Context: an optimization exercise on an open-source flow, tuned for small area, a short achievable clock period and few clock cycles per item. The choices shown serve that exercise and are no tape-out recipe. Function was checked by simulation only, so behaviour that the tests miss may differ from the original. Power and IR drop assume default switching activity.

## flow/flow/run.sh

```bash
#!/bin/bash
# The standard layout, with plain buffers (buf_2) on the ports instead of the
# delay cells that buffer_ports picks by default. Every port still gets its buffer.
set -euo pipefail
bash standard.sh BUFFER_PORTS_ARGS="-buffer_cell sky130_fd_sc_hd__buf_2" finish > standard_flow.log 2>&1
```

## flow/standard.sh

```bash
#!/bin/bash
# synth_recipe.tcl (not shown) runs the flow's synth.tcl, then flattens the netlist and writes it again
# the make line also repeats each setting of config.mk as NAME=value (left out here)
make -C /OpenROAD-flow-scripts/flow DESIGN_CONFIG=/design/flow/config.mk WORK_HOME=/design/flow/orfs CLKGATE_MAP_FILE= SYNTH_SCRIPT=/design/flow/synth_recipe.tcl "${@:-finish}"
```

## flow/config.mk

```make
export PLATFORM = sky130hd
export DESIGN_NAME = sensor_reading_band_statistics
export DESIGN_NICKNAME = sensor_reading_band_statistics
export VERILOG_FILES = /design/flow/design.v
export SDC_FILE = /design/flow/constraint.sdc
export NUM_CORES = 4
export LEC_CHECK = 0
export CAP_MARGIN = 20
export CORE_MARGIN = 2
export CORE_UTILIZATION = 40
export SETUP_SLACK_MARGIN = 3.4
export SLEW_MARGIN = 20
```

## flow/constraint.sdc

```tcl
create_clock -name core_clock -period 6.0 [get_ports {i_clk}]
set_input_delay 1.2000 -clock core_clock [delete_from_list [all_inputs] [get_ports {i_clk}]]
set_output_delay 1.2000 -clock core_clock [all_outputs]
set_load 0.01 [all_outputs]
```

## flow/design.v

```verilog
`default_nettype none
package srbs_pkg;
    localparam int unsigned LIMIT_W = 15;
    localparam int unsigned CNT_W   = 11;
    localparam int unsigned POS_W   = 10;
    localparam int unsigned SUM_W   = 25;
    localparam int unsigned DIV_STEPS = LIMIT_W;
    localparam int unsigned STEP_W    = 4;
    localparam logic [1:0] REG_NORMAL   = 2'd0;
    localparam logic [1:0] REG_WARNING  = 2'd1;
    localparam logic [1:0] REG_CRITICAL = 2'd2;
    localparam logic [1:0] REG_ALARM    = 2'd3;
    localparam logic [LIMIT_W-1:0] NORMAL_RESET   = 15'd464;
    localparam logic [LIMIT_W-1:0] WARNING_RESET  = 15'd704;
    localparam logic [LIMIT_W-1:0] CRITICAL_RESET = 15'd944;
    localparam logic [LIMIT_W-1:0] ALARM_RESET    = 15'd720;
    typedef struct packed {
        logic [LIMIT_W-1:0] normal_limit;
        logic [LIMIT_W-1:0] warning_limit;
        logic [LIMIT_W-1:0] critical_limit;
        logic [LIMIT_W-1:0] alarm_threshold;
    } t_cfg;
endpackage
`default_nettype wire
`default_nettype none
import srbs_pkg::*;
module srbs_regs (
    input  wire logic        i_clk,
    input  wire logic        i_rst_n,
    input  wire logic        psel,
    input  wire logic        penable,
    input  wire logic        pwrite,
    input  wire logic [3:0]  paddr,
    input  wire logic [31:0] pwdata,
    output logic      [31:0] prdata,
    output logic             pready,
    output srbs_pkg::t_cfg             o_cfg
);
    srbs_pkg::t_cfg             r_cfg;
    logic [1:0]       reg_idx;
    logic             wr_en;
    logic [LIMIT_W-1:0] rd_val;
    logic [LIMIT_W-1:0] r_rd_val;
    assign reg_idx = paddr[3:2];
    assign wr_en   = psel && penable && pwrite;
    assign pready  = 1'b1;
    always_ff @(posedge i_clk) begin
        if (!i_rst_n) begin
            r_cfg.normal_limit    <= NORMAL_RESET;
            r_cfg.warning_limit   <= WARNING_RESET;
            r_cfg.critical_limit  <= CRITICAL_RESET;
            r_cfg.alarm_threshold <= ALARM_RESET;
        end else if (wr_en) begin
            unique case (reg_idx)
                REG_NORMAL:   r_cfg.normal_limit    <= pwdata[LIMIT_W-1:0];
                REG_WARNING:  r_cfg.warning_limit   <= pwdata[LIMIT_W-1:0];
                REG_CRITICAL: r_cfg.critical_limit  <= pwdata[LIMIT_W-1:0];
                REG_ALARM:    r_cfg.alarm_threshold <= pwdata[LIMIT_W-1:0];
                default:      r_cfg <= r_cfg;
            endcase
        end
    end
    always_comb begin
        unique case (reg_idx)
            REG_NORMAL:   rd_val = r_cfg.normal_limit;
            REG_WARNING:  rd_val = r_cfg.warning_limit;
            REG_CRITICAL: rd_val = r_cfg.critical_limit;
            REG_ALARM:    rd_val = r_cfg.alarm_threshold;
            default:      rd_val = '0;
        endcase
    end
    always_ff @(posedge i_clk) begin
        r_rd_val <= rd_val;
    end
    assign prdata = {{(32-LIMIT_W){1'b0}}, r_rd_val};
    assign o_cfg  = r_cfg;
endmodule
`default_nettype wire
`default_nettype none
import srbs_pkg::*;
module srbs_ctrl (
    input  wire logic i_clk,
    input  wire logic i_rst_n,
    input  wire logic i_copy,      
    input  wire logic i_ready,
    output logic      o_busy,      
    output logic      o_busy_next,
    output logic      o_free,      
    output logic      o_div_step,  
    output logic      o_valid
);
    localparam logic [STEP_W-1:0] LAST_STEP = STEP_W'(DIV_STEPS - 1);
    logic              r_busy, r_valid;
    logic [STEP_W-1:0] r_step;
    assign o_div_step = r_busy && !r_valid;
    always_ff @(posedge i_clk) begin
        if (!i_rst_n) begin
            r_busy  <= 1'b0;
            r_valid <= 1'b0;
        end else if (i_copy) begin
            r_busy  <= 1'b1;
            r_valid <= 1'b0;
        end else if (r_valid) begin
            if (i_ready) begin
                r_busy  <= 1'b0;
                r_valid <= 1'b0;
            end
        end else if (r_busy && r_step == LAST_STEP) begin
            r_valid <= 1'b1;
        end
    end
    always_ff @(posedge i_clk) begin
        if (i_copy) begin
            r_step <= '0;
        end else if (o_div_step) begin
            r_step <= r_step + 1'b1;
        end
    end
    assign o_busy      = r_busy;
    assign o_free      = !r_busy;
    assign o_busy_next = i_rst_n && (i_copy || (r_busy && !(r_valid && i_ready)));
    assign o_valid = r_valid;
endmodule
`default_nettype wire
`default_nettype none
import srbs_pkg::*;
module srbs_dp #(
    parameter int unsigned CNT_CAP = 1024,
    parameter int unsigned POS_CAP = 1023
) (
    input  wire logic               i_clk,
    input  wire logic               i_rst_n,
    input  srbs_pkg::t_cfg          i_cfg,
    input  wire logic               i_valid,
    output logic                    o_ready,
    input  wire logic        [15:0] i_reading,
    input  wire logic               i_last,
    output logic                    o_copy,
    input  wire logic               i_busy,
    input  wire logic               i_free,
    input  wire logic               i_busy_next,
    input  wire logic               i_div_step,
    output logic [LIMIT_W-1:0]      o_min_reading,
    output logic [LIMIT_W-1:0]      o_max_reading,
    output logic [LIMIT_W-1:0]      o_avg_reading,
    output logic [CNT_W-1:0]        o_valid_count,
    output logic [CNT_W-1:0]        o_skipped_count,
    output logic [CNT_W-1:0]        o_normal_count,
    output logic [CNT_W-1:0]        o_warning_count,
    output logic [CNT_W-1:0]        o_critical_count,
    output logic [CNT_W-1:0]        o_shutdown_count,
    output logic [POS_W-1:0]        o_first_alarm_index,
    output logic                    o_alarm_seen,
    output logic                    o_batch_empty
);
    localparam logic [CNT_W-1:0] CAP  = CNT_W'(CNT_CAP);
    localparam logic [POS_W-1:0] PCAP = POS_W'(POS_CAP);
    function automatic logic [CNT_W-1:0] sat_inc(input logic [CNT_W-1:0] v);
        sat_inc = v[CNT_W-1] ? v : v + 1'b1;
    endfunction
    logic               r_in_v, r_in_last, r_in_ok, r_in_alarm;
    logic [LIMIT_W-1:0] r_in_val;
    logic [2:0]         r_in_le;
    logic               r_fresh, r_done, r_zero;
    logic [LIMIT_W-1:0] r_min, r_max;
    logic [SUM_W-1:0]   r_sum;
    logic [CNT_W-1:0]   r_valid_total, r_skipped_total;
    logic [CNT_W-1:0]   r_band [4];
    logic [POS_W-1:0]   r_pos, r_alarm_idx;
    logic               r_alarm_flag, r_any;
    logic [LIMIT_W-1:0] r_o_min, r_o_max, r_o_avg;
    logic [CNT_W-2:0]   r_o_rem;
    logic [CNT_W-1:0]   r_o_valid, r_o_skipped;
    logic [CNT_W-1:0]   r_o_band [4];
    logic [POS_W-1:0]   r_o_alarm_idx;
    logic               r_o_alarm, r_o_empty;
    logic               stall, hold, fold, n_fresh, n_done, n_in_v, r_ready;
    logic               rd_ok;
    logic [LIMIT_W-1:0] rd_val;
    logic [2:0]         le_in;
    logic [3:0]         band_in;
    logic               ok_in, skip_in, alarm_in, first_alarm;
    logic               min_take, max_take;
    logic [CNT_W-1:0]   rem_sh;
    logic               rem_ge;
    assign stall   = r_done && !i_free;
    assign hold    = r_in_v && stall;
    assign fold    = r_in_v && !stall;
    assign o_copy  = r_done && i_free;
    assign o_ready = r_ready;
    assign rd_ok  = !i_reading[15];
    assign rd_val = i_reading[LIMIT_W-1:0];
    assign le_in[0] = rd_val <= i_cfg.normal_limit;
    assign le_in[1] = rd_val <= i_cfg.warning_limit;
    assign le_in[2] = rd_val <= i_cfg.critical_limit;
    always_ff @(posedge i_clk) begin
        if (!i_rst_n) begin
            r_in_v <= 1'b0;
        end else begin
            r_in_v <= n_in_v;
        end
    end
    assign n_in_v = hold || i_valid;
    always_ff @(posedge i_clk) begin
        if (!i_rst_n) begin
            r_ready <= 1'b1;
        end else begin
            r_ready <= !(n_in_v && n_done && i_busy_next);
        end
    end
    always_ff @(posedge i_clk) begin
        if (!hold) begin
            r_in_val   <= rd_val;
            r_in_last  <= i_last;
            r_in_ok    <= rd_ok;
            r_in_alarm <= rd_val >= i_cfg.alarm_threshold;
            r_in_le    <= le_in;
        end
    end
    always_comb begin
        n_fresh = r_fresh;
        n_done  = r_done;
        if (fold) begin
            n_fresh = 1'b0;
            n_done  = r_in_last;
        end else if (o_copy) begin
            n_fresh = 1'b1;
            n_done  = 1'b0;
        end
    end
    always_ff @(posedge i_clk) begin
        if (!i_rst_n) begin
            r_fresh <= 1'b1;
            r_done  <= 1'b0;
            r_zero  <= 1'b1;
        end else begin
            r_fresh <= n_fresh;
            r_done  <= n_done;
            r_zero  <= n_fresh || n_done;
        end
    end
    assign ok_in       = r_in_v && r_in_ok;
    assign skip_in     = r_in_v && !r_in_ok;
    assign alarm_in    = ok_in && r_in_alarm;
    assign band_in[0]  = ok_in && r_in_le[0];
    assign band_in[1]  = ok_in && !r_in_le[0] && r_in_le[1];
    assign band_in[2]  = ok_in && !r_in_le[0] && !r_in_le[1] && r_in_le[2];
    assign band_in[3]  = ok_in && !r_in_le[0] && !r_in_le[1] && !r_in_le[2];
    assign first_alarm = alarm_in && (r_zero || !r_alarm_flag);
    assign min_take    = ok_in && (r_zero || !r_any || r_in_val < r_min);
    assign max_take    = ok_in && (r_zero || !r_any || r_in_val > r_max);
    always_ff @(posedge i_clk) begin
        if (!stall) begin
            if (min_take) begin
                r_min <= r_in_val;
            end else if (r_zero) begin
                r_min <= '0;
            end
            if (max_take) begin
                r_max <= r_in_val;
            end else if (r_zero) begin
                r_max <= '0;
            end
            if (r_zero) begin
                r_sum <= ok_in ? SUM_W'(r_in_val) : '0;
            end else if (ok_in && !r_valid_total[CNT_W-1]) begin
                r_sum <= r_sum + SUM_W'(r_in_val);
            end
            if (r_zero) begin
                r_valid_total <= CNT_W'(ok_in);
            end else if (ok_in) begin
                r_valid_total <= sat_inc(r_valid_total);
            end
            if (r_zero) begin
                r_skipped_total <= CNT_W'(skip_in);
            end else if (skip_in) begin
                r_skipped_total <= sat_inc(r_skipped_total);
            end
            for (int b = 0; b < 4; b++) begin
                if (r_zero) begin
                    r_band[b] <= CNT_W'(band_in[b]);
                end else if (band_in[b]) begin
                    r_band[b] <= sat_inc(r_band[b]);
                end
            end
            if (r_zero) begin
                r_pos <= POS_W'(r_in_v);
            end else if (r_in_v && r_pos != PCAP) begin
                r_pos <= r_pos + 1'b1;
            end
            if (first_alarm) begin
                r_alarm_idx <= r_zero ? '0 : r_pos;
            end else if (r_zero) begin
                r_alarm_idx <= '0;
            end
            r_alarm_flag <= alarm_in || (!r_zero && r_alarm_flag);
            r_any        <= ok_in || (!r_zero && r_any);
        end
    end
    assign rem_sh = {r_o_rem, r_o_avg[LIMIT_W-1]};
    assign rem_ge = !r_o_empty && (rem_sh >= r_o_valid);
    always_ff @(posedge i_clk) begin
        if (o_copy) begin
            r_o_min       <= r_min;
            r_o_max       <= r_max;
            r_o_rem       <= r_sum[SUM_W-1:LIMIT_W];
            r_o_avg       <= r_sum[LIMIT_W-1:0];
            r_o_valid     <= r_valid_total;
            r_o_skipped   <= r_skipped_total;
            r_o_alarm_idx <= r_alarm_idx;
            r_o_alarm     <= r_alarm_flag;
            r_o_empty     <= !r_any;
            for (int b = 0; b < 4; b++) begin
                r_o_band[b] <= r_band[b];
            end
        end else if (i_div_step) begin
            r_o_rem <= rem_ge ? (CNT_W-1)'(rem_sh - r_o_valid) : rem_sh[CNT_W-2:0];
            r_o_avg <= {r_o_avg[LIMIT_W-2:0], rem_ge};
        end
    end
    assign o_min_reading       = r_o_min;
    assign o_max_reading       = r_o_max;
    assign o_avg_reading       = r_o_avg;
    assign o_valid_count       = r_o_valid;
    assign o_skipped_count     = r_o_skipped;
    assign o_normal_count      = r_o_band[0];
    assign o_warning_count     = r_o_band[1];
    assign o_critical_count    = r_o_band[2];
    assign o_shutdown_count    = r_o_band[3];
    assign o_first_alarm_index = r_o_alarm_idx;
    assign o_alarm_seen        = r_o_alarm;
    assign o_batch_empty       = r_o_empty;
endmodule
`default_nettype wire
`default_nettype none
import srbs_pkg::*;
module sensor_reading_band_statistics #(
    parameter int unsigned MAX_READINGS = 1024
) (
    input  wire logic               i_clk,
    input  wire logic               i_rst_n,
    input  wire logic               i_valid,
    output logic                    o_ready,
    input  wire logic signed [15:0] i_reading,
    input  wire logic               i_last,
    output logic                    o_valid,
    input  wire logic               i_ready,
    output logic [LIMIT_W-1:0]      o_min_reading,
    output logic [LIMIT_W-1:0]      o_max_reading,
    output logic [LIMIT_W-1:0]      o_avg_reading,
    output logic [CNT_W-1:0]        o_valid_count,
    output logic [CNT_W-1:0]        o_skipped_count,
    output logic [CNT_W-1:0]        o_normal_count,
    output logic [CNT_W-1:0]        o_warning_count,
    output logic [CNT_W-1:0]        o_critical_count,
    output logic [CNT_W-1:0]        o_shutdown_count,
    output logic [POS_W-1:0]        o_first_alarm_index,
    output logic                    o_alarm_seen,
    output logic                    o_batch_empty,
    input  wire logic               psel,
    input  wire logic               penable,
    input  wire logic               pwrite,
    input  wire logic [3:0]         paddr,
    input  wire logic [31:0]        pwdata,
    output logic      [31:0]        prdata,
    output logic                    pready
);
    localparam int unsigned CNT_CAP = (MAX_READINGS > 2047) ? 2047 : MAX_READINGS;
    localparam int unsigned POS_CAP = (MAX_READINGS - 1 > 1023) ? 1023 : MAX_READINGS - 1;
    srbs_pkg::t_cfg cfg;
    logic           copy, busy, busy_next, free, div_step;
    srbs_regs u_regs (
        .i_clk   (i_clk),
        .i_rst_n (i_rst_n),
        .psel    (psel),
        .penable (penable),
        .pwrite  (pwrite),
        .paddr   (paddr),
        .pwdata  (pwdata),
        .prdata  (prdata),
        .pready  (pready),
        .o_cfg   (cfg)
    );
    srbs_ctrl u_ctrl (
        .i_clk      (i_clk),
        .i_rst_n    (i_rst_n),
        .i_copy     (copy),
        .i_ready    (i_ready),
        .o_busy     (busy),
        .o_busy_next(busy_next),
        .o_free     (free),
        .o_div_step (div_step),
        .o_valid    (o_valid)
    );
    srbs_dp #(
        .CNT_CAP (CNT_CAP),
        .POS_CAP (POS_CAP)
    ) u_dp (
        .i_clk               (i_clk),
        .i_rst_n             (i_rst_n),
        .i_cfg               (cfg),
        .i_valid             (i_valid),
        .o_ready             (o_ready),
        .i_reading           (i_reading),
        .i_last              (i_last),
        .o_copy              (copy),
        .i_busy              (busy),
        .i_busy_next         (busy_next),
        .i_free              (free),
        .i_div_step          (div_step),
        .o_min_reading       (o_min_reading),
        .o_max_reading       (o_max_reading),
        .o_avg_reading       (o_avg_reading),
        .o_valid_count       (o_valid_count),
        .o_skipped_count     (o_skipped_count),
        .o_normal_count      (o_normal_count),
        .o_warning_count     (o_warning_count),
        .o_critical_count    (o_critical_count),
        .o_shutdown_count    (o_shutdown_count),
        .o_first_alarm_index (o_first_alarm_index),
        .o_alarm_seen        (o_alarm_seen),
        .o_batch_empty       (o_batch_empty)
    );
endmodule
`default_nettype wire
```

==> results of run 1 <==
[state kept, by name, summed over array words and instances (netlist names), 25 cells and up]
signal / cells
u_dp.r_o_band: 44
u_regs.r_cfg: 60
u_dp.r_sum: 25
u_dp.r_band: 44
[power by group]
part           leakage (nW)  total (W)  internal (W)  switching [W]
combinational          4.02   0.000735      0.000314       0.000421
clock                 0.676    0.00257       0.00151        0.00106
sequential             3.78    0.00323       0.00307       0.000159
[repair_timing]
item | CTS | global route
cloned | 1 | 1
buffers inserted | 11 | 20
endpoints found under the setup margin | 174 | 116
gates resized for setup | 16 | 28
pin swaps | 5 | 13
[logic make-up (layout without fill, tap and decap cells)]
| kind of cell | count (synthesis) | count (layout) | synth area share [%] |
|---|---|---|---|
| AO/OA/AOI/OAI | 295 | 297 | 10.7 |
| XOR/XNOR | 67 | 67 | 3.18 |
| adder cells (fa/ha/maj) | 126 | 126 | 8.62 |
| buffers and inverters | 186 | 421 | 4.27 |
| flip-flops | 383 | 383 | 57.7 |
| multiplexers | 42 | 42 | 3.42 |
| other | 2 | 19 | 0.0407 |
| AND/OR/NAND/NOR | 466 | 466 | 12.1 |
[worst min-delay path by stage]
stage	depth (start not counted)	slack [ps]	end	startpoint
4_1_cts	0	420	u_dp.r_o_alarm_idx[1]$_DFFE_PP_	u_dp.r_alarm_idx[1]$_SDFFCE_PP0P_
6_report	0	420	u_dp.r_o_alarm_idx[1]$_DFFE_PP_	u_dp.r_alarm_idx[1]$_SDFFCE_PP0P_
5_1_grt	0	420	u_dp.r_o_alarm_idx[0]$_DFFE_PP_	u_dp.r_alarm_idx[0]$_SDFFCE_PP0P_
2_1_floorplan	0	400	u_dp.r_o_alarm_idx[0]$_DFFE_PP_	u_dp.r_alarm_idx[0]$_SDFFCE_PP0P_
3_3_place_gp	0	410	u_dp.r_o_alarm_idx[4]$_DFFE_PP_	u_dp.r_alarm_idx[4]$_SDFFCE_PP0P_
3_5_place_dp	0	410	u_dp.r_o_alarm_idx[1]$_DFFE_PP_	u_dp.r_alarm_idx[1]$_SDFFCE_PP0P_
[area by class of cell]
cell class,count,area (sq um)
inverters,121,454
diodes,1,2.50
clock buffers,53,1130
flip-flops and latches,383,10600
clock inverters,24,244
multi-input cells,1016,7340
repair buffers,223,1280
well taps,600,751
fillers,4198,23600
[through the flow]
step                hold WS, ps  utilization (%)  instances
global placement            407             43.9       2310
detailed placement          408             43.9       2310
CTS                         421             47.3       2399
global route                424             48.0       2420
finish                      419             48.0       2421
floorplan                   400                -       1583
[per-layer routing]
layer | part of all wire, % | up-vias | global-route usage, %
met5 | 0.032 | - | 0
met4 | 2.0 | 4 | 5.05
met3 | 5.0 | 63 | 3.45
met2 | 49 | 288 | 30.5
met1 | 44 | 6102 | 24.3
li1 | - | 6065 | -
[cells in the final DEF (no fill, tap or decap), drive strengths merged, types with 8 or more instances in the layout]
cell type  synthesis  final
nor2              85     85
clkbuf            32     53
a21oi             58     59
or2                8      8
conb               2     18
o21a              13     13
dfxtp             86     86
nor2b             18     18
nand4             20     20
nand2            156    156
o211ai            26     26
mux4              15     15
a21o              32     32
ha               124    124
mux2i              8      8
buf               33    223
inv              121    124
mux2              19     19
nor3              11     11
and2              43     43
or3               21     21
a211oi            11     11
o21ai             67     67
xor2              45     45
and3              25     25
a21boi            54     54
edfxtp           297    297
xnor2             22     22
a31oi              9      9
nand3             65     65
clkinv             0     14
==> notes.md, run 1 <==
- Post-DP HPWL: 30,000 um
- Status: no timing/DRC/antenna violations
- Most frequent cells after synthesis: edfxtp_1 (297), nand2_1 (156), ha_1 (124), inv_1 (121), dfxtp_1 (86)
- Clock latency on the worst-skew pair: 570 ps
- Peak supply drop: 0.000171 V
- Power Dens Cells: between 200 and 300 nW/um^2
- # rows: 78
- Area Growth Syn to Fin: 18.3%
- Final Slew Violations: 0
- Synth cell types: 62
- Reg-to-reg startpoint: u_dp.r_in_val[10]$_DFFE_PN_
- GR Util All Layers: between 15 and 20%
- Delay-heaviest family, CP: simple AND/OR/NAND/NOR gates
- Top_reg_cell synth: edfxtp_1
- Synthesized flop and latch total: 383
- Worst Max-Slew Pin Slew: 1060 ps
- Vias in the first global route: 12,100
- CP startpoint: u_dp.r_in_val[10]$_DFFE_PN_
- Endpoints failing hold: 0
- Htree depth: 2
- Critical Path Sink: u_dp.r_sum[20]$_SDFFCE_PP0P_
- Setup slack, reg-to-reg: 3460 ps
- Top-count cell post-synth: edfxtp_1
- Initial antenna violation count: 2
- Root Buffer: clkbuf_16
- Final WS setup: 3460 ps
- Critical Path Max Stage Delay: ~500 ps
- Cts bufs inserted: 42
- CTS tree: done
- FMAX: 393 MHz
- Clock slew at reported path FFs: 60 ps
- Total power: 0.00654 W
- Post-DP Area: 20,000 sq um
- Max_slew headroom: 29.3%
- Crit path time final: 2540 ps
- CP Cell Sequence: buf_4 -> ha_1 -> and4_2 -> and3_1 -> o211ai_1 -> o211ai_1 -> buf_4 -> nand4_1 -> xor2_1 -> nor2_1
- # clock sinks: roughly 380
- Synth area leaders: edfxtp_1 (48%), dfxtp_1 (9.3%), ha_1 (8.4%), nand2_1 (3.2%), inv_1 (2.5%)
- Wire per inst: between 15 and 20 um
- Register area share after synthesis: 57.7%
- GPL Wtd Cong: 0.851
- CP max-delay cell: edfxtp_1
- Initial Util: 40.6%
- Lkg Pwr: between 8 and 9 nW
- Capture point of the worst reg-to-reg path: u_dp.r_sum[20]$_SDFFCE_PP0P_
- Yosys top cell by area: edfxtp_1
- Placeable Area: 45,500 sq um
- Final #Nets: 1,973
- Largest net degree at the start of global routing: 79
- Total Neg Setup Slack: 0 ps
- WP depth: 10
- Avg Cell Area, Syn: roughly 12 sq um
- Crit path DAT: 2840 ps
- Initial DRC count: 876
- Avg Vias per Cell: roughly 5.2
- EDFF count, synth: 297
- CP max FO: 5
- TritonRoute pass-1 iters: 5
- RSZ-0062 raised after global routing: true
- DP Worst Slack: 2810 ps
- Max-cap check violation count: 0
- Top-area cell type share of the netlist area: 48.3%
- CP endpoint kind: flop
- Mapped cell area: about 18,000 sq um
- Min-Delay Path Class: flop to flop
- Ys async rst share: 0%
- Cells after synthesis: 1,567
- Worst R2R Path Depth: 10
- Via count: 12,500
- Critical Path RT: 6300 ps
- IO Port Bufs: 180
- Clk buf depth: 3
- GRT overflow: 0
- Final WL: around 44,000 um
- Die Width: 219 um
- Total die area: approximately 48,000 sq um
- Design area: ~22,000 sq um
- Ports: around 220
- Setup Skew: about 26 ps
- Ys Warns: 5
- Crit Path Category: flop to flop
- Global-route wire length before repair: just under 70,000 um
- Final ANT Viol Nets: 0
- Bufs and invs on worst path: 2
- Cts-stage hold buffer count: 0
- Critical path launch point type: flop
- Layout cell share with drive strength beyond 1: between 20% and 30%
- Setup-failing EPs final: 0
- Final worst path period share: 42.4%
- Drt drc: 0
- Die Ht: 219 um
Testbench counts, summed over its fixed seeds: cycles 13,449, batches 384.
==> run 2, diff against run 1 <==
--- a/flow/config.mk
+++ b/flow/config.mk
@@ -8,5 +8,5 @@
 export CAP_MARGIN = 20
 export CORE_MARGIN = 2
 export CORE_UTILIZATION = 40
-export SETUP_SLACK_MARGIN = 3.4
+export SETUP_SLACK_MARGIN = 3.7
 export SLEW_MARGIN = 20
==> run 2 against run 1 <==
Effect of this change: synthesized area did not move; clock-buffer cell count did not move; clock power barely moved; wire length rose by 5.2%; utilization rose by 2.9 points; combinational power rose by 22%; cell count rose by 2.4%; setup slack improved by 33 ps; total power rose by 2.8%.
==> notes.md, run 2 <==
- Status: no timing/DRC/antenna violations
- Synth cell types: 62 (unchanged)
- Internal power: 0.00502 W (+2.4%)
- Clock slew at reported path FFs: 60 ps (about the same)
- GRT overflow: 0 (unchanged)
- Wire per inst: 18.6 um (+2.8%)
- Root Buffer: clkbuf_16
- Post-Route Utilization: 50.9% (+2.9 points)
- Lkg Pwr: 8.92 nW (+5.1%)
- Switch share: 25.3% (+0.29 points)
- Diodes inserted: 0 (-1)
- Mapped cell area: 18,500 sq um (unchanged)
- Vias in the first global route: 12,500 (+3.1%)
- Synth area leaders: edfxtp_1 (48%), dfxtp_1 (9.3%), ha_1 (8.4%), nand2_1 (3.2%), inv_1 (2.5%)
- Clk buf depth: 3 (unchanged)
- IO Port Bufs: 180 (unchanged)
- Top_reg_cell synth: edfxtp_1
- Die Width: 219 um (unchanged)
- Htree depth: 2 (unchanged)
- Placeable Area: 45,500 sq um (unchanged)
- Clock power frac: 38.5% (-0.8 points)
- Layout cell share with drive strength beyond 1: 28.0% (+7.0 points)
- Final ANT Viol Nets: 0 (unchanged)
- CTS tree: done
- Min-Delay Path Class: flop to flop
- # clock sinks: 383 (unchanged)
- Setup-failing EPs final: 0 (unchanged)
- Drt drc: 0 (unchanged)
- Top-area cell type share of the netlist area: 48.3% (unchanged)
- # placed instances: 2,310 (unchanged)
- Post-DP HPWL: 30,100 um (+0.44%)
- Avg Vias per Cell: 5.16 (-0.28%)
- Biggest register: u_regs.r_cfg
- Via count: 12,800 (+2.1%)
- Power Dens Cells: 290 nW/um^2 (-3.1%)
- Commonest non-fill, non-tap cells in the layout: edfxtp_1 (297), buf_2 (165), nand2_1 (153)
- GR Util All Layers: 18.9% (+0.60 points)
- Register area share after synthesis: 57.7% (unchanged)
- Cells after synthesis: 1,567 (unchanged)
- Top flop regs: u_regs.r_cfg x60, u_dp.r_band x44, u_dp.r_o_band x44
- CP endpoint kind: flop
- Max_slew headroom: 55.2% (+26 points)
- Synthesized flop and latch total: 383 (unchanged)
- Final #Nets: 2,029 (+2.8%)
- Max reg flops: 60 (unchanged)
- Ys Warns: 5 (unchanged)
- Commonest non-fill, non-tap cell in the layout: edfxtp_1
- Total die area: 47,900 sq um (unchanged)
- Critical Path RT: 6300 ps (about the same)
- Initial Util: 40.6% (unchanged)
- Area Growth Syn to Fin: 25.5%
- Cts-stage hold buffer count: 0 (unchanged)
- Yosys top cell by area: edfxtp_1
- Avg Cell Area, Syn: 11.8 sq um (unchanged)
- RSZ-0062 raised after global routing: true
- Final Slew Violations: 0 (unchanged)
- GPL Wtd Cong: 0.841 (-1.3%)
- Peak supply drop: 0.000162 V (-5.0%)
- Crit Path Category: flop to flop
- Seq pwr share: 48.2% (-1.3 points)
- Psw: 0.00170 W (+3.9%)
- Initial DRC count: 742 (-15%)
- CP max FO: 4 (-1)
- TritonRoute pass-1 iters: 7 (+2)
- Final WS setup: 3490 ps (+33.0 ps)
- Max-cap check violation count: 0 (unchanged)
- # rows: 78 (unchanged)
- Clock latency on the worst-skew pair: 570 ps (about the same)
- DP Worst Slack: 2820 ps (+7.41 ps)
- Fillcell total: 4,032 (-4.0%)
- Initial antenna violation count: 1 (-1)
- Cts bufs inserted: 44 (+4.8%)
- Crit path time final: 2510 ps (-33.0 ps)
- Worst Max-Slew Pin Slew: 672 ps (-389 ps)
- FMAX: 398 MHz (+1.3%)
- Final worst path period share: 41.9% (-0.55 points)
- Final WL: 46,100 um (+5.2%)
- Ports: 218 (unchanged)
- Crit path DAT: 2810 ps (-30 ps)
- Endpoints failing hold: 0 (unchanged)
- Most frequent cells after synthesis: edfxtp_1 (297), nand2_1 (156), ha_1 (124), inv_1 (121), dfxtp_1 (86)
- Ys async rst share: 0% (unchanged)
- Global-route wire length before repair: 69,400 um (+2.5%)
- Largest net degree at the start of global routing: 67 (-15%)
- Comb pwr share: 13.3% (+2.1 points)
- Setup Skew: 17.2 ps (-9.21 ps)
- Top-count cell post-synth: edfxtp_1
- Final Non-Filler Cells: 2,478 (+2.4%)
- Die Ht: 219 um (unchanged)
- Total Neg Setup Slack: 0 ps (unchanged)
- Critical path launch point type: flop
- EDFF count, synth: 297 (unchanged)
[run 2: cell counts after synthesis]
No cell type changed its count.
[run 2: worst max-delay path, cell delays in order, from the launching register on]
cell and delay [ps]:
edfxtp_1 510, ha_4 220, fa_2 390, a211oi_4 260, o21ai_2 120, o211ai_1 120, o211ai_1 130, buf_4 180
nand4_1 100, xor2_1 150, nor2_1 60
[run 2: area by class of cell]
type	count	area [sq um]	area share (%)
inverter	121	470	2.03
sequential	383	10600	45.9
clock inverter	28	219	0.945
timing repair buffer	277	1920	8.31
clock buffer	53	1180	5.08
tap	600	751	3.24
multi-input combinational	1016	7980	34.5
[run 2: power groups by stage]
stage                     Combinational, W  Sequential [W]  Clock, W
after CTS                         0.000811         0.00323   0.00267
after floorplan                   0.000494         0.00324         0
after detailed placement          0.000679         0.00329         0
after global placement            0.000663         0.00328         0
final                             0.000896         0.00323   0.00259
after global routing              0.000987         0.00326   0.00276
[run 2: final timing paths]
check                                    startpoint                               to  slack, ps  depth (start not counted)
setup reg to reg         u_dp.r_in_val[0]$_DFFE_PN_     u_dp.r_sum[20]$_SDFFCE_PP0P_       3490                         10
setup / recovery         u_dp.r_in_val[0]$_DFFE_PN_     u_dp.r_sum[20]$_SDFFCE_PP0P_       3490                         10
hold reg to reg   u_dp.r_alarm_idx[0]$_SDFFCE_PP0P_  u_dp.r_o_alarm_idx[0]$_DFFE_PP_        420                          0
hold / removal    u_dp.r_alarm_idx[0]$_SDFFCE_PP0P_  u_dp.r_o_alarm_idx[0]$_DFFE_PP_        420                          0
[run 2: per-stage QoR]
step	instance area, sq um	total power, W	hold WS [ps]
2_1_floorplan	18700	0.00373	400
3_3_place_gp	20100	0.00395	406
3_5_place_dp	20100	0.00397	407
4_1_cts	22500	0.00671	421
5_1_grt	23200	0.00700	431
6_report	23200	0.00672	420
[run 2: cells by family after synthesis]
kind of cell             Yosys count  synth area share, %
AND/OR/NAND/NOR                  466                 12.1
flip-flops                       383                 57.7
AO/OA/AOI/OAI                    295                 10.7
buffers and inverters            186                 4.27
adder cells (fa/ha/maj)          126                 8.62
XOR/XNOR                          67                 3.18
multiplexers                      42                 3.42
other                              2               0.0407
[run 2: layer usage]
layer  vias to the layer above  GRT usage [%]  wire, um
met5                         -              0        13
met4                         2           6.19      1090
met3                        75           3.12      2030
met2                       265           32.3     22800
met1                      6257           24.3     20200
li1                       6182              -         -
[run 2: what timing repair did]
item                       4_1_cts  5_1_grt
setup endpoints to repair      345      259
pin swaps                       53       49
setup buffers                   60       23
resized for setup              105       99
gates cloned                     3        1
==> run 3, diff against run 2 <==
--- a/flow/design.v
+++ b/flow/design.v
@@ -163,7 +163,9 @@
     logic [2:0]         r_in_le;
     logic               r_fresh, r_done, r_zero;
     logic [LIMIT_W-1:0] r_min, r_max;
-    logic [SUM_W-1:0]   r_sum;
+    logic [LIMIT_W-1:0]       r_sum_lo;
+    logic                     r_sum_c;
+    logic [SUM_W-LIMIT_W-1:0] r_sum_hi;
     logic [CNT_W-1:0]   r_valid_total, r_skipped_total;
     logic [CNT_W-1:0]   r_band [4];
     logic [POS_W-1:0]   r_pos, r_alarm_idx;
@@ -182,6 +184,7 @@
     logic               ok_in, skip_in, alarm_in, first_alarm;
     logic               min_take, max_take;
     logic [CNT_W-1:0]   rem_sh;
+    logic [CNT_W:0]     rem_diff;
     logic               rem_ge;
     assign stall   = r_done && !i_free;
     assign hold    = r_in_v && stall;
@@ -262,9 +265,16 @@
                 r_max <= '0;
             end
             if (r_zero) begin
-                r_sum <= ok_in ? SUM_W'(r_in_val) : '0;
-            end else if (ok_in && !r_valid_total[CNT_W-1]) begin
-                r_sum <= r_sum + SUM_W'(r_in_val);
+                r_sum_lo <= ok_in ? r_in_val : '0;
+                r_sum_c  <= 1'b0;
+                r_sum_hi <= '0;
+            end else begin
+                if (ok_in && !r_valid_total[CNT_W-1]) begin
+                    {r_sum_c, r_sum_lo} <= {1'b0, r_sum_lo} + {1'b0, r_in_val};
+                end else begin
+                    r_sum_c <= 1'b0;
+                end
+                r_sum_hi <= r_sum_hi + r_sum_c;
             end
             if (r_zero) begin
                 r_valid_total <= CNT_W'(ok_in);
@@ -298,13 +308,14 @@
         end
     end
     assign rem_sh = {r_o_rem, r_o_avg[LIMIT_W-1]};
-    assign rem_ge = !r_o_empty && (rem_sh >= r_o_valid);
+    assign rem_diff = {1'b0, rem_sh} - {1'b0, r_o_valid};
+    assign rem_ge   = !r_o_empty && !rem_diff[CNT_W];
     always_ff @(posedge i_clk) begin
         if (o_copy) begin
             r_o_min       <= r_min;
             r_o_max       <= r_max;
-            r_o_rem       <= r_sum[SUM_W-1:LIMIT_W];
-            r_o_avg       <= r_sum[LIMIT_W-1:0];
+            r_o_rem       <= r_sum_hi + r_sum_c;
+            r_o_avg       <= r_sum_lo;
             r_o_valid     <= r_valid_total;
             r_o_skipped   <= r_skipped_total;
             r_o_alarm_idx <= r_alarm_idx;
@@ -314,7 +325,7 @@
                 r_o_band[b] <= r_band[b];
             end
         end else if (i_div_step) begin
-            r_o_rem <= rem_ge ? (CNT_W-1)'(rem_sh - r_o_valid) : rem_sh[CNT_W-2:0];
+            r_o_rem <= rem_ge ? rem_diff[CNT_W-2:0] : rem_sh[CNT_W-2:0];
             r_o_avg <= {r_o_avg[LIMIT_W-2:0], rem_ge};
         end
     end
--- a/flow/config.mk
+++ b/flow/config.mk
@@ -8,5 +8,5 @@
 export CAP_MARGIN = 20
 export CORE_MARGIN = 2
 export CORE_UTILIZATION = 40
-export SETUP_SLACK_MARGIN = 3.7
+export SETUP_SLACK_MARGIN = 3.4
 export SLEW_MARGIN = 20
==> run 3 against run 2 <==
Effect of this change: non-clock buffer count shrank 83; die area grew 0.20%; wire length shrank 5.7%; first-iteration DRC count grew 13%; highest routed layer is now met4; critical endpoint is now u_dp.r_sum_lo[14]$_DFFE_PP_; critical path depth shrank 1; via count shrank 0.52%.
==> notes.md, run 3 <==
- # clock sinks: 384 (+0.26%)
- Top-area cell type share of the netlist area: 48.4% (+0.064 points)
- Wire per inst: 17.8 um (-4.4%)
- Synth cell types: 63 (+1.6%)
- Most frequent cells after synthesis: edfxtp_1 (298), nand2_1 (218), ha_1 (126), inv_1 (120), nor2_1 (93)
- Setup Skew: 16.6 ps (-0.573 ps)
- Avg Vias per Cell: 5.20 (+0.87%)
- GRT overflow: 0 (unchanged)
- Psw: 0.00165 W (-3.3%)
- Crit Path Category: flop to flop
- Critical Path RT: 6290 ps (about the same)
- Synth area leaders: edfxtp_1 (48%), dfxtp_1 (9.3%), ha_1 (8.5%), nand2_1 (4.4%), inv_1 (2.4%)
- Critical path launch point type: flop
- Max-cap check violation count: 0 (unchanged)
- Setup-failing EPs final: 0 (unchanged)
- CP startpoint: u_dp.r_in_val[0]$_DFFE_PN_
- Internal power: 0.00493 W (-1.8%)
- CTS tree: done
- Cts bufs inserted: 44 (unchanged)
- IO Port Bufs: 180 (unchanged)
- Switch share: 25.0% (-0.29 points)
- RSZ-0062 raised after global routing: true
- Layout cell share with drive strength beyond 1: 16.6% (-11 points)
- CP endpoint kind: flop
- Drt drc: 0 (unchanged)
- Die Width: 219 um (+0.10%)
- Total die area: 48,000 sq um (+0.20%)
- Via count: 12,700 (-0.52%)
- Design area: 21,500 sq um (-7.1%)
- Power Dens Cells: 305 nW/um^2 (+5.3%)
- Crit path DAT: 2860 ps (+50 ps)
- Total Neg Setup Slack: 0 ps (unchanged)
- Largest net degree at the start of global routing: 69 (+3.0%)
- Final worst path period share: 42.8% (+0.92 points)
- Final ANT Viol Nets: 0 (unchanged)
- Cts-stage hold buffer count: 0 (unchanged)
- Max reg flops: 60 (unchanged)
- Global-route wire length before repair: 67,900 um (-2.3%)
- Post-DP HPWL: 30,600 um (+1.8%)
- Top-count cell post-synth: edfxtp_1
- Worst Max-Slew Pin Slew: 1050 ps (+375 ps)
- Initial DRC count: 840 (+13%)
- Initial antenna violation count: 0 (-1)
- Diodes inserted: 0 (unchanged)
- Status: no timing/DRC/antenna violations
- Setup slack, reg-to-reg: 3430 ps (-60 ps)
- Commonest non-fill, non-tap cell in the layout: edfxtp_1
- Synthesized flop and latch total: 384 (+0.26%)
- GPL Wtd Cong: 0.856 (+1.9%)
- Clock latency on the worst-skew pair: 570 ps (about the same)
- Htree depth: 2 (unchanged)
- Min-Delay Path Class: flop to flop
- Register area share after synthesis: 57.7% (about the same)
- Clk buf depth: 3 (unchanged)
- Final Slew Violations: 0 (unchanged)
- # rows: 78 (unchanged)
- Seq pwr share: 49.0% (+0.8 points)
- EDFF count, synth: 298 (+0.34%)
- Max_slew headroom: 30.2% (-25 points)
- Biggest register: u_regs.r_cfg
- Comb pwr share: 10.2% (-3.1 points)
- FMAX: 390 MHz (-2.2%)
- Die Ht: 219 um (+0.10%)
- Final #Nets: 1,998 (-1.5%)
- Cells after synthesis: 1,627 (+3.8%)
- Placeable Area: 45,500 sq um (unchanged)
- Ys async rst share: 0% (unchanged)
- Clock slew at reported path FFs: 60 ps (about the same)
- Initial Util: 40.7% (+0.083 points)
- Peak supply drop: 0.000183 V (+13%)
- Commonest non-fill, non-tap cells in the layout: edfxtp_1 (298), nand2_1 (216), buf_2 (180)
- Final WL: 43,500 um (-5.7%)
- Ports: 218 (unchanged)
- Vias in the first global route: 12,500 (-0.12%)
- Mapped cell area: 18,500 sq um (+0.20%)
- Clock power frac: 40.9% (+2.4 points)
- Hold Startpoint: u_dp.r_alarm_idx[2]$_SDFFCE_PP0P_
- Yosys top cell by area: edfxtp_1
- Root Buffer: clkbuf_16
- GR Util All Layers: 18.2% (-0.68 points)
- Lkg Pwr: 8.43 nW (-5.5%)
- Top_reg_cell synth: edfxtp_1
- Post-DP Area: 20,000 sq um (-0.73%)
- Ys Warns: 5 (unchanged)
- Top flop regs: u_regs.r_cfg x60, u_dp.r_band x44, u_dp.r_o_band x44
- CP max FO: 4 (unchanged)
- Area Growth Syn to Fin: 16.4%
- TritonRoute pass-1 iters: 5 (-2)
- Reg-to-reg startpoint: u_dp.r_in_val[0]$_DFFE_PN_
- Endpoints failing hold: 0 (unchanged)
- Crit path time final: 2570 ps (+55.2 ps)
- Avg Cell Area, Syn: 11.4 sq um (-3.5%)
- Total power: 0.00657 W (-2.1%)
-- run 3: cell types whose count changed in the layout (fill, tap and decap cells not counted), sizes merged, moves of 5 or more --
cell	delta
nor3	+15
a21o	-6
buf	-81
and2	-29
nor2b	-5
nor2	+8
nor4	+5
a21oi	+12
nand2b	+11
nand2	+62
mux2	-19
mux2i	-5
-- run 3: cell families (layout without fill, tap and decap cells) --
family / after synthesis / count (layout) / synth area share [%]
xor gates and xnor gates: 64 / 64 / 3.03
buffers and inverters: 195 / 396 / 4.45
adders and majority gates: 128 / 128 / 8.74
other: 2 / 18 / 0.0406
DFF: 384 / 384 / 57.7
muxes: 18 / 18 / 1.99
and+or+nand+nor: 528 / 528 / 13.2
AOI/OAI and AO/OA: 308 / 308 / 10.9
-- run 3: worst paths after layout --
check | cells after the start | endpoint
max | 9 | u_dp.r_sum_lo[14]$_DFFE_PP_
min | 0 | u_dp.r_o_alarm_idx[2]$_DFFE_PP_
max reg2reg | 9 | u_dp.r_sum_lo[14]$_DFFE_PP_
min reg2reg | 0 | u_dp.r_o_alarm_idx[2]$_DFFE_PP_
-- run 3: what timing repair did --
action / 4_1_cts / 5_1_grt
hold endpoints to repair: 0 / 0
setup buffers: 3 / 0
resized for setup: 8 / 15
gates cloned: 0 / 0
endpoints found under the setup margin: 166 / 146
pin swaps: 3 / 0
-- run 3: power groups by stage --
stage          Combinational [W]  Sequential [W]  Clock (W)
6_report                0.000668         0.00322    0.00269
5_1_grt                 0.000761         0.00324    0.00286
4_1_cts                 0.000661         0.00322    0.00276
3_5_place_dp            0.000649         0.00327          0
3_3_place_gp            0.000631         0.00327          0
2_1_floorplan           0.000469         0.00323          0
-- run 3: metal layers --
metal  up-vias  wire (um)  part of all wire [%]  track usage [%]
li1       6199          -                     -                -
met1      6149      19600                    45             24.2
met2       293      20700                    48             30.1
met3        74       2130                   4.9             3.35
met4         0       1070                   2.5             5.52
met5         -          0                     0                0
-- run 3: per-stage QoR --
stage / hold WS, ps / std cells / util, % / worst slack, ps
finish: 401 / 2444 / 47.3 / 3430
detailed placement: 405 / 2361 / 43.9 / 2790
global route: 404 / 2444 / 47.3 / 3260
global placement: 404 / 2361 / 43.9 / 2850
CTS: 409 / 2444 / 47.2 / 3420
floorplan: 400 / 1643 / - / 3410
-- run 3: worst max-delay path, cell delays in order (launching register included) --
cell	delay, ps
edfxtp_1	480
ha_1	270
inv_1	70
fa_1	370
nand2b_1	230
a21oi_4	220
o21ai_1	160
o311ai_2	270
xnor2_1	150
o21ai_1	70
-- run 3: area by class of cell --
type,count,area [sq um]
Clock inverter,25,279
Clock buffer,55,1150
Inverter,122,463
Timing Repair Buffer,194,1030
Tap cell,600,751
Fill cell,4190,24000
Sequential cell,384,10700
Multi-Input combinational cell,1064,7180
Testbench counts of run 3, summed over its fixed seeds: cycles 13,449, batches 384.
==> run 4, diff against run 3 <==
--- a/flow/config.mk
+++ b/flow/config.mk
@@ -8,5 +8,5 @@
 export CAP_MARGIN = 20
 export CORE_MARGIN = 2
 export CORE_UTILIZATION = 40
-export SETUP_SLACK_MARGIN = 3.4
+export SETUP_SLACK_MARGIN = 3.0
 export SLEW_MARGIN = 20
==> run 4 against run 3 <==
Effect of this change: register-to-register slack worse by 120 ps; synthesized area unchanged; via count down 0.42%; largest power group unchanged; clock power down 3%; cell area down 0.65%; critical path type unchanged; still clean; global-route usage down 0.43 points; non-clock buffer count unchanged; critical endpoint unchanged.
==> notes.md, run 4 <==
- Status: no timing/DRC/antenna violations
- Global-route wire length before repair: 66,400 um (-2.2%)
- Avg Vias per Cell: 5.19 (-0.25%)
- Top flop regs: u_regs.r_cfg x60, u_dp.r_band x44, u_dp.r_o_band x44
- Root Buffer: clkbuf_16
- Top-area cell type share of the netlist area: 48.4% (unchanged)
- Vias in the first global route: 12,500 (-0.42%)
- CP max FO: 4 (unchanged)
- Ys Warns: 5 (unchanged)
- Final Slew Violations: 0 (unchanged)
- GRT overflow: 0 (unchanged)
- Final #Nets: 1,997 (-0.050%)
- Lkg Pwr: 8.39 nW (-0.49%)
- Max_slew headroom: 30.8% (+0.64 points)
- Power Dens Cells: 303 nW/um^2 (-0.74%)
- Wire per inst: 17.7 um (-0.84%)
- Min-Delay Path Class: flop to flop
- Drt drc: 0 (unchanged)
- Cells after synthesis: 1,627 (unchanged)
- Die Ht: 219 um (unchanged)
- CP most frequent cell: o21ai_1
- # clock sinks: 384 (unchanged)
- Adder-cell share of the synthesized area: 8.74% (unchanged)
- Area of the multi-input gates: 7100 sq um (-1.1%)
- Ys async rst share: 0% (unchanged)
- Crit path time final: 2690 ps (+122 ps)
- EDFF count, synth: 298 (unchanged)
- Critical path launch point type: flop
- Max reg flops: 60 (unchanged)
- WHS Path Cells: 0 (unchanged)
- Largest net degree at the start of global routing: 74 (+7.2%)
- Post-DP HPWL: 30,500 um (-0.33%)
- Die Width: 219 um (unchanged)
- Register area share after synthesis: 57.7% (unchanged)
- Crit Path Category: flop to flop
- Post-Synth Simple-Gate Area: 13.2% (unchanged)
- Delay-heaviest family, CP: compound AO/OA/AOI/OAI gates
- Htree depth: 2 (unchanged)
- WP depth: 9 (unchanged)
- Diodes inserted: 0 (unchanged)
- Worst R2R Path Depth: 9 (unchanged)
- Crit path DAT: 2990 ps (+130 ps)
- Commonest non-fill, non-tap cells in the layout: edfxtp_1 (298), nand2_1 (218), buf_2 (180)
- CTS tree: done
- Bufs and invs on worst path: 1 (unchanged)
- Placeable Area: 45,500 sq um (unchanged)
- Endpoints failing hold: 0 (unchanged)
- Setup Skew: 15.2 ps (-1.35 ps)
- Top_reg_cell synth: edfxtp_1
- FMAX: 372 MHz (-4.5%)
- Post-DP Area: 19,900 sq um (about the same)
- Clk buf depth: 3 (unchanged)
- Clock slew at reported path FFs: 60 ps (about the same)
- Final ANT Viol Nets: 0 (unchanged)
- GPL Wtd Cong: 0.835 (-2.6%)
- Critical Path RT: 6300 ps (about the same)
- Initial antenna violation count: 0 (unchanged)
- Clock latency on the worst-skew pair: 580 ps (about the same)
- Area Growth Syn to Fin: 15.6%
- Worst Max-Slew Pin Slew: 1040 ps (-9.57 ps)
- Final worst path period share: 44.8% (+2.0 points)
- Fillcell total: 4,235 (+1.1%)
- Via count: 12,700 (-0.42%)
- Biggest register: u_regs.r_cfg
- CP endpoint kind: flop
- Layout cell share with drive strength beyond 1: 15.9% (-0.78 points)
- IO Port Bufs: 180 (unchanged)
- CP max-delay cell: edfxtp_1
- Ports: 218 (unchanged)
- Design area: 21,400 sq um (-0.65%)
- Setup-failing EPs final: 0 (unchanged)
- Post-synthesis xor/xnor area fraction: 3.03% (unchanged)
- Peak supply drop: 0.000181 V (-0.65%)
- Cts-stage hold buffer count: 0 (unchanged)
- Critical Path Max Stage Delay: 470 ps (about the same)
- Synth area leaders: edfxtp_1 (48%), dfxtp_1 (9.3%), ha_1 (8.5%), nand2_1 (4.4%), inv_1 (2.4%)
- Most frequent cells after synthesis: edfxtp_1 (298), nand2_1 (218), ha_1 (126), inv_1 (120), nor2_1 (93)
- Top-count cell post-synth: edfxtp_1
- Synthesized flop and latch total: 384 (unchanged)
- TritonRoute pass-1 iters: 5 (unchanged)
- # rows: 78 (unchanged)
- Yosys top cell by area: edfxtp_1
- GR Util All Layers: 17.7% (-0.43 points)
- RSZ-0062 raised after global routing: false
- Final WL: 43,100 um (-1.0%)
- Total Neg Setup Slack: 0 ps (unchanged)
- Commonest non-fill, non-tap cell in the layout: edfxtp_1
- Total die area: 48,000 sq um (unchanged)
- Compound-Gate Fraction of Synth Area: 10.9% (unchanged)
- Initial Util: 40.7% (unchanged)
- Cts bufs inserted: 43 (-2.3%)
- Avg Cell Area, Syn: 11.4 sq um (unchanged)
- Largest family of logic cells by synthesized area: simple AND/OR/NAND/NOR gates
- CP Cell Sequence: ha_1 -> inv_1 -> fa_1 -> nand2b_1 -> a21oi_1 -> o21ai_1 -> o311ai_1 -> xnor2_1 -> o21ai_1
- Area taken by flip-flops and latches: 10,700 sq um (unchanged)
- Synth cell types: 63 (unchanged)
- Max-cap check violation count: 0 (unchanged)
- Initial DRC count: 844 (+0.48%)
- Fraction of synthesized area in multiplexers: 1.99% (unchanged)
- Mapped cell area: 18,500 sq um (unchanged)
run 4: per-layer routing:
metal / wire length, um / part of all wire [%] / GRT usage [%]
met4: 1220 / 2.8 / 5.97
met5: 0 / 0 / 0
met3: 2440 / 5.7 / 3.73
met2: 20200 / 47 / 29.6
met1: 19200 / 45 / 23.0
run 4: cell type report:
| cell class | instances | area share [%] |
|---|---|---|
| Inverter | 122 | 2.17 |
| Timing Repair Buffer | 194 | 4.72 |
| Clock buffer | 48 | 5.12 |
| Multi-Input combinational cell | 1064 | 33.2 |
| Sequential cell | 384 | 49.9 |
| Clock inverter | 28 | 1.36 |
| Tap cell | 600 | 3.51 |
run 4: final timing paths:
check	to	slack, ps	startpoint
setup reg to reg	u_dp.r_sum_lo[14]$_DFFE_PP_	3310	u_dp.r_in_val[0]$_DFFE_PN_
setup / recovery	u_dp.r_sum_lo[14]$_DFFE_PP_	3310	u_dp.r_in_val[0]$_DFFE_PN_
hold reg to reg	u_dp.r_o_alarm_idx[3]$_DFFE_PP_	420	u_dp.r_alarm_idx[3]$_SDFFCE_PP0P_
hold / removal	u_dp.r_o_alarm_idx[3]$_DFFE_PP_	420	u_dp.r_alarm_idx[3]$_SDFFCE_PP0P_
run 4: per-stage QoR:
step | util (%) | setup slack [ps] | total power, W | instances | hold slack, ps
floorplan | - | 3190 | 0.00370 | 1643 | 400
global placement | 43.8 | 2760 | 0.00390 | 2361 | 402
detailed placement | 43.8 | 2700 | 0.00392 | 2361 | 408
CTS | 47.0 | 3050 | 0.00657 | 2440 | 424
global route | 47.0 | 3110 | 0.00677 | 2440 | 436
finish | 47.0 | 3310 | 0.00648 | 2440 | 419
run 4: cells by family (layout without fill, tap and decap cells):
family          Yosys count  count (layout)
flops                   384             384
mux                      18              18
simple gates            528             528
other cells               2              18
xor+xnor                 64              64
compound gates          308             308
buf+inv                 195             392
fa+ha+maj               128             128
run 4: power breakdown:
part	leakage (nW)	switching [W]	internal, W
sequential	3.80	0.000145	0.00307
clock	0.684	0.00108	0.00154
combinational	3.90	0.000388	0.000264
total	8.39	0.00161	0.00487
run 4: repair_timing:
item	in CTS	in global routing
pin swaps	0	0
endpoints found under the setup margin	44	1
cloned	0	0
resized for setup	4	1
buffers inserted	3	0
==> run 5, diff against run 4 <==
--- a/flow/config.mk
+++ b/flow/config.mk
@@ -8,5 +8,5 @@
 export CAP_MARGIN = 20
 export CORE_MARGIN = 2
 export CORE_UTILIZATION = 40
-export SETUP_SLACK_MARGIN = 3.0
+export SETUP_SLACK_MARGIN = 3.2
 export SLEW_MARGIN = 20
==> run 5 against run 4 <==
Effect of this change: still clean; critical path depth stayed put; total power hardly changed; via count decreased by 0.54%; fmax is 3.5% higher; sequential power hardly changed; clock skew up 1.8 ps; critical path type unchanged.
==> notes.md, run 5 <==
- Status: no timing/DRC/antenna violations
- Cts bufs inserted: 42 (-2.3%)
- Commonest non-fill, non-tap cells in the layout: edfxtp_1 (298), nand2_1 (217), buf_2 (180)
- IO Port Bufs: 180 (unchanged)
- FMAX: 385 MHz (+3.5%)
- Worst Max-Slew Pin Slew: 1010 ps (-29.2 ps)
- Initial antenna violation count: 0 (unchanged)
- Area of the multi-input gates: 7110 sq um (about the same)
- Top_reg_cell synth: edfxtp_1
- # rows: 78 (unchanged)
- Cts-stage hold buffer count: 0 (unchanged)
- Crit path time final: 2600 ps (-91.9 ps)
- GRT overflow: 0 (unchanged)
- Fillcell total: 4,256 (+0.50%)
- Synthesized flop and latch total: 384 (unchanged)
- Most frequent cells after synthesis: edfxtp_1 (298), nand2_1 (218), ha_1 (126), inv_1 (120), nor2_1 (93)
- Root Buffer: clkbuf_16
- Power Dens Cells: 303 nW/um^2 (-0.13%)
- Final Non-Filler Cells: 2,439 (-0.041%)
- Total die area: 48,000 sq um (unchanged)
- Post-DP HPWL: 30,600 um (+0.33%)
- CP max FO: 4 (unchanged)
- Endpoints failing hold: 0 (unchanged)
- GR Util All Layers: 18.1% (+0.35 points)
- Clock slew at reported path FFs: 60 ps (about the same)
- Top-area cell type share of the netlist area: 48.4% (unchanged)
- Top-count cell post-synth: edfxtp_1
- Register area share after synthesis: 57.7% (unchanged)
- Top flop regs: u_regs.r_cfg x60, u_dp.r_band x44, u_dp.r_o_band x44
- Ys Warns: 5 (unchanged)
- Commonest non-fill, non-tap cell in the layout: edfxtp_1
- Critical path launch point type: flop
- Total Neg Setup Slack: 0 ps (unchanged)
- Setup Skew: 17.0 ps (+1.79 ps)
- TritonRoute pass-1 iters: 5 (unchanged)
- Avg Vias per Cell: 5.16 (-0.50%)
- # placed instances: 2,361 (unchanged)
- Diodes inserted: 0 (unchanged)
- Max-cap check violation count: 0 (unchanged)
- Crit Path Category: flop to flop
- Delay-heaviest family, CP: compound AO/OA/AOI/OAI gates
- Max reg flops: 60 (unchanged)
- CP endpoint kind: flop
- Total power: 0.00648 W (about the same)
- Htree depth: 2 (unchanged)
- Synth cell types: 63 (unchanged)
- Via count: 12,600 (-0.54%)
- Drt drc: 0 (unchanged)
- Lkg Pwr: 8.37 nW (-0.17%)
- CP Cell Sequence: ha_1 -> inv_1 -> fa_1 -> nand2b_1 -> a21oi_2 -> o21ai_1 -> o311ai_1 -> xnor2_1 -> o21ai_1
- Clk buf depth: 3 (unchanged)
- Peak supply drop: 0.000207 V (+14%)
- Area taken by flip-flops and latches: 10,700 sq um (unchanged)
- # clock sinks: 384 (unchanged)
- Yosys top cell by area: edfxtp_1
- Avg Cell Area, Syn: 11.4 sq um (unchanged)
- RSZ-0062 raised after global routing: true
- Final worst path period share: 43.3% (-1.5 points)
- Final ANT Viol Nets: 0 (unchanged)
- Critical Path Max Stage Delay: 450 ps (-20 ps)
- Biggest register: u_regs.r_cfg
- Ys async rst share: 0% (unchanged)
- Max_slew headroom: 32.8% (+1.9 points)
- Wire per inst: 17.7 um (+0.32%)
- Die Ht: 219 um (unchanged)
- Mapped cell area: 18,500 sq um (unchanged)
- Min-Delay Path Class: flop to flop
- Setup slack, reg-to-reg: 3400 ps (+90 ps)
- Placeable Area: 45,500 sq um (unchanged)
- Layout cell share with drive strength beyond 1: 16.0% (+0.17 points)
- Vias in the first global route: 12,500 (+0.20%)
- Crit path DAT: 2900 ps (-90 ps)
- Final Slew Violations: 0 (unchanged)
- GPL Wtd Cong: 0.819 (-1.9%)
- Initial Util: 40.7% (unchanged)
- Setup-failing EPs final: 0 (unchanged)
- CTS tree: done
- CP most frequent cell: o21ai_1
- Clock latency on the worst-skew pair: 570 ps (about the same)
- Cells after synthesis: 1,627 (unchanged)
- Synth area leaders: edfxtp_1 (48%), dfxtp_1 (9.3%), ha_1 (8.5%), nand2_1 (4.4%), inv_1 (2.4%)
- Final WL: 43,200 um (+0.28%)
- Largest net degree at the start of global routing: 75 (+1.4%)
- Ports: 218 (unchanged)
- Critical Path RT: 6310 ps (about the same)
- Die Width: 219 um (unchanged)
- Area Growth Syn to Fin: 15.7% (about the same)
- Initial DRC count: 811 (-3.9%)
- CP max-delay cell: edfxtp_1
- Bufs and invs on worst path: 1 (unchanged)
- Final #Nets: 1,995 (-0.10%)
- EDFF count, synth: 298 (unchanged)
- Global-route wire length before repair: 67,600 um (+1.8%)
[run 5: cell counts after synthesis]
No cell type changed its count.
[run 5: final timing paths]
path                                     start                              end  depth (start not counted)
max                 u_dp.r_in_val[0]$_DFFE_PN_      u_dp.r_sum_lo[14]$_DFFE_PP_                          9
min          u_dp.r_alarm_idx[7]$_SDFFCE_PP0P_  u_dp.r_o_alarm_idx[7]$_DFFE_PP_                          0
max reg2reg         u_dp.r_in_val[0]$_DFFE_PN_      u_dp.r_sum_lo[14]$_DFFE_PP_                          9
min reg2reg  u_dp.r_alarm_idx[7]$_SDFFCE_PP0P_  u_dp.r_o_alarm_idx[7]$_DFFE_PP_                          0
[run 5: report_power, final]
| part | switching (W) | internal, W | total (W) |
|---|---|---|---|
| Combinational | 0.000388 | 0.000265 | 0.000653 |
| Clock | 0.00109 | 0.00152 | 0.00261 |
| Sequential | 0.000146 | 0.00307 | 0.00322 |
[run 5: cells by family after synthesis]
kind of cell / count (synthesis) / share of synthesized area, %
other: 2 / 0.0406
xor gates and xnor gates: 64 / 3.03
muxes: 18 / 1.99
and+or+nand+nor: 528 / 13.2
adders and majority gates: 128 / 8.74
AOI/OAI and AO/OA: 308 / 10.9
DFF: 384 / 57.7
buffers and inverters: 195 / 4.45
[run 5: area by class of cell]
| cell class | count | share of cell area [%] |
|---|---|---|
| timing repair buffer | 193 | 4.74 |
| sequential | 384 | 49.9 |
| multi-input combinational | 1064 | 33.2 |
| clock buffer | 50 | 5.05 |
| clock inverter | 26 | 1.45 |
| inverter | 122 | 2.16 |
| tap | 600 | 3.51 |
[run 5: worst register-to-register path: cells and delay by family, from the launching register on]
kind / cells / cell delay (ps)
XOR/XNOR: 1 / 160
flip-flops: 1 / 450
AND/OR/NAND/NOR: 1 / 200
AO/OA/AOI/OAI: 4 / 840
adder cells (fa/ha/maj): 2 / 620
buffers and inverters: 1 / 70
[run 5: through the flow]
step / setup slack [ps] / instance area (sq um) / hold WS (ps) / util, %
final: 3400 / 21400 / 421 / 47.1
after CTS: 3220 / 21400 / 421 / 47.0
after floorplan: 3270 / 18600 / 400 / -
after global placement: 2720 / 19900 / 402 / 43.8
after global routing: 3180 / 21400 / 438 / 47.1
after detailed placement: 2750 / 19900 / 407 / 43.8
[run 5: per-layer routing]
layer / part of all wire [%] / wire length, um / vias to the layer above / GRT usage [%]
li1: - / - / 6190 / -
met1: 44 / 19200 / 6037 / 23.7
met2: 47 / 20400 / 290 / 30.0
met3: 5.3 / 2290 / 77 / 3.83
met4: 3.0 / 1280 / 0 / 5.92
met5: 0 / 0 / - / 0
[run 5: repair_timing]
item | CTS | global route
pin swaps | 0 | 2
resized for setup | 5 | 4
endpoints found under the setup margin | 111 | 48
buffers inserted | 0 | 2
==> run 6, diff against run 5 <==
--- a/flow/config.mk
+++ b/flow/config.mk
@@ -7,6 +7,6 @@
 export LEC_CHECK = 0
 export CAP_MARGIN = 20
 export CORE_MARGIN = 2
-export CORE_UTILIZATION = 40
-export SETUP_SLACK_MARGIN = 3.2
+export CORE_UTILIZATION = 65
+export SETUP_SLACK_MARGIN = 3.4
 export SLEW_MARGIN = 20
==> run 6 against run 5 <==
Effect of this change: global-route usage increased by 8.3 points; non-clock buffer count increased by 6; register-to-register slack improved by 100 ps; wire length decreased by 7.3%; flip-flop and latch count unchanged; fmax increased by 4.0%; utilization increased by 28 points; worst hold slack got worse by 3.6 ps; critical path depth unchanged; die area decreased by 38%; sequential share of layout area increased by 0.74 points; critical path type unchanged; critical endpoint unchanged.
==> notes.md, run 6 <==
- Wire per inst: 18.0 um (+1.9%)
- GR Util All Layers: 26.4% (+8.3 points)
- Layout cell share with drive strength beyond 1: 16.5% (+0.42 points)
- Final WS setup: 3500 ps (+100 ps)
- Top-count cell post-synth: edfxtp_1
- Clk buf depth: 3 (unchanged)
- TritonRoute pass-1 iters: 5 (unchanged)
- Commonest non-fill, non-tap cells in the layout: edfxtp_1 (298), nand2_1 (217), buf_2 (179)
- Yosys top cell by area: edfxtp_1
- Crit path DAT: 2730 ps (-170 ps)
- Root Buffer: clkbuf_16
- # clock sinks: 384 (unchanged)
- Post-Route Utilization: 75.5% (+28 points)
- Clock latency on the worst-skew pair: 520 ps (-50 ps)
- GRT overflow: 0 (unchanged)
- Max_slew headroom: 24.3% (-8.5 points)
- Ports: 218 (unchanged)
- Synthesized flop and latch total: 384 (unchanged)
- Die Ht: 173 um (-21%)
- Cts bufs inserted: 40 (-4.8%)
- Post-DP HPWL: 28,100 um (-8.4%)
- DP Worst Slack: 2950 ps (+200 ps)
- # rows: 61 (-22%)
- Final Slew Violations: 0 (unchanged)
- Final ANT Viol Nets: 0 (unchanged)
- Register area share after synthesis: 57.7% (unchanged)
- Critical path launch point type: flop
- Crit path time final: 2500 ps (-100 ps)
- Initial DRC count: 1,068 (+32%)
- Area taken by flip-flops and latches: 10,700 sq um (unchanged)
- Avg Vias per Cell: 5.82 (+13%)
- Clock slew at reported path FFs: 60 ps (about the same)
- Final Non-Filler Cells: 2,219 (-9.0%)
- Status: no timing/DRC/antenna violations
- Power Dens Cells: 296 nW/um^2 (-2.3%)
- Top-area cell type share of the netlist area: 48.4% (unchanged)
- Fillcell total: 1,940 (-54%)
- Diodes inserted: 0 (unchanged)
- IO Port Bufs: 180 (unchanged)
- Total Neg Setup Slack: 0 ps (unchanged)
- Final WL: 40,000 um (-7.3%)
- Min-Delay Path Class: flop to flop
- Max reg flops: 60 (unchanged)
- Top flop regs: u_regs.r_cfg x60, u_dp.r_band x44, u_dp.r_o_band x44
- Max-cap check violation count: 0 (unchanged)
- Global-route wire length before repair: 63,200 um (-6.5%)
- CP endpoint kind: flop
- CP max FO: 4 (unchanged)
- Htree depth: 2 (unchanged)
- Top_reg_cell synth: edfxtp_1
- Synth area leaders: edfxtp_1 (48%), dfxtp_1 (9.3%), ha_1 (8.5%), nand2_1 (4.4%), inv_1 (2.4%)
- Mapped cell area: 18,500 sq um (unchanged)
- CP most frequent cell: o21ai_1
- Cts-stage hold buffer count: 0 (unchanged)
- # placed instances: 2,140 (-9.4%)
- Commonest non-fill, non-tap cell in the layout: edfxtp_1
- RSZ-0062 raised after global routing: true
- Ys async rst share: 0% (unchanged)
- EDFF count, synth: 298 (unchanged)
- Endpoints failing hold: 0 (unchanged)
- Lkg Pwr: 8.37 nW (about the same)
- GPL Wtd Cong: 0.893 (+9.1%)
- Ys Warns: 5 (unchanged)
- Final worst path period share: 41.6% (-1.7 points)
- Total die area: 29,800 sq um (-38%)
- Worst Max-Slew Pin Slew: 1140 ps (+128 ps)
- Peak supply drop: 0.000202 V (-2.3%)
- Critical Path Max Stage Delay: 410 ps (-40 ps)
- Biggest register: u_regs.r_cfg
- Drt drc: 0 (unchanged)
- Largest net degree at the start of global routing: 80 (+6.7%)
[run 6: cell counts after synthesis]
Identical to the previous run, type by type.
[run 6: what timing repair did]
action | in CTS | in global routing
pin swaps | 2 | 1
gates resized for setup | 9 | 10
endpoints found under the setup margin | 158 | 50
hold endpoints to repair | 0 | 0
setup buffers | 4 | 2
[run 6: logic make-up (layout without fill, tap and decap cells)]
logic type      after synthesis  after routing  share of synthesized area [%]
mux                          18             18                           1.99
buf+inv                     195            393                           4.45
xor+xnor                     64             64                           3.03
flops                       384            384                           57.7
simple gates                528            528                           13.2
compound gates              308            308                           10.9
other cells                   2             18                         0.0406
fa+ha+maj                   128            128                           8.74
[run 6: critical path: cells and delay by family (launching register included)]
| kind | cells | cell delay, ps |
|---|---|---|
| AO/OA/AOI/OAI | 4 | 750 |
| adder cells (fa/ha/maj) | 2 | 610 |
| flip-flops | 1 | 410 |
| AND/OR/NAND/NOR | 1 | 240 |
| XOR/XNOR | 1 | 150 |
| buffers and inverters | 1 | 60 |
[run 6: per-stage QoR]
| stage | hold slack [ps] | instance area (sq um) | total power [W] |
|---|---|---|---|
| after floorplan | 400 | 18600 | 0.00370 |
| after CTS | 419 | 21000 | 0.00626 |
| final | 417 | 21100 | 0.00624 |
| after global placement | 404 | 19700 | 0.00388 |
| after detailed placement | 405 | 19700 | 0.00392 |
| after global routing | 423 | 21100 | 0.00649 |
[run 6: worst paths after layout]
check | cells after the start | slack, ps | start | endpoint
worst max-delay path | 9 | 3500 | u_dp.r_sum_lo[0]$_DFFE_PP_ | u_dp.r_sum_lo[14]$_DFFE_PP_
worst min register to register | 0 | 420 | u_dp.r_alarm_idx[2]$_SDFFCE_PP0P_ | u_dp.r_o_alarm_idx[2]$_DFFE_PP_
worst max register to register | 9 | 3500 | u_dp.r_sum_lo[0]$_DFFE_PP_ | u_dp.r_sum_lo[14]$_DFFE_PP_
worst min-delay path | 0 | 420 | u_dp.r_alarm_idx[2]$_SDFFCE_PP0P_ | u_dp.r_o_alarm_idx[2]$_DFFE_PP_
[run 6: layout make-up]
class                      count  area share, %
sequential                   384           50.6
multi-input combinational   1064           33.9
clock buffer                  61           5.67
timing repair buffer         199           5.09
tap                          378           2.24
inverter                     122           2.21
clock inverter                11          0.303
[run 6: where the power goes]
| group | leakage (nW) | total, W | internal, W | switching (W) |
|---|---|---|---|---|
| registers | 3.80 | 0.00322 | 0.00307 | 0.000148 |
| clock network | 0.623 | 0.00235 | 0.00137 | 0.000975 |
| logic | 3.95 | 0.000671 | 0.000274 | 0.000397 |
| total | 8.37 | 0.00624 | 0.00472 | 0.00152 |
[run 6: per-layer routing]
metal	up-vias	GRT usage, %	wire length [um]
met1	6262	35.9	16900
met3	59	3.54	2450
li1	6189	-	-
met5	-	0	0
met4	0	6.29	770
met2	415	45.4	19900

Setup slack of run 6, layout unchanged: 3.504 ns with ideal ports, 3.504 ns with driving cells assumed (clock clkbuf_16, inputs buf_2), 3.003 ns with port delays also shifted by the 0.564 ns mid clock arrival.
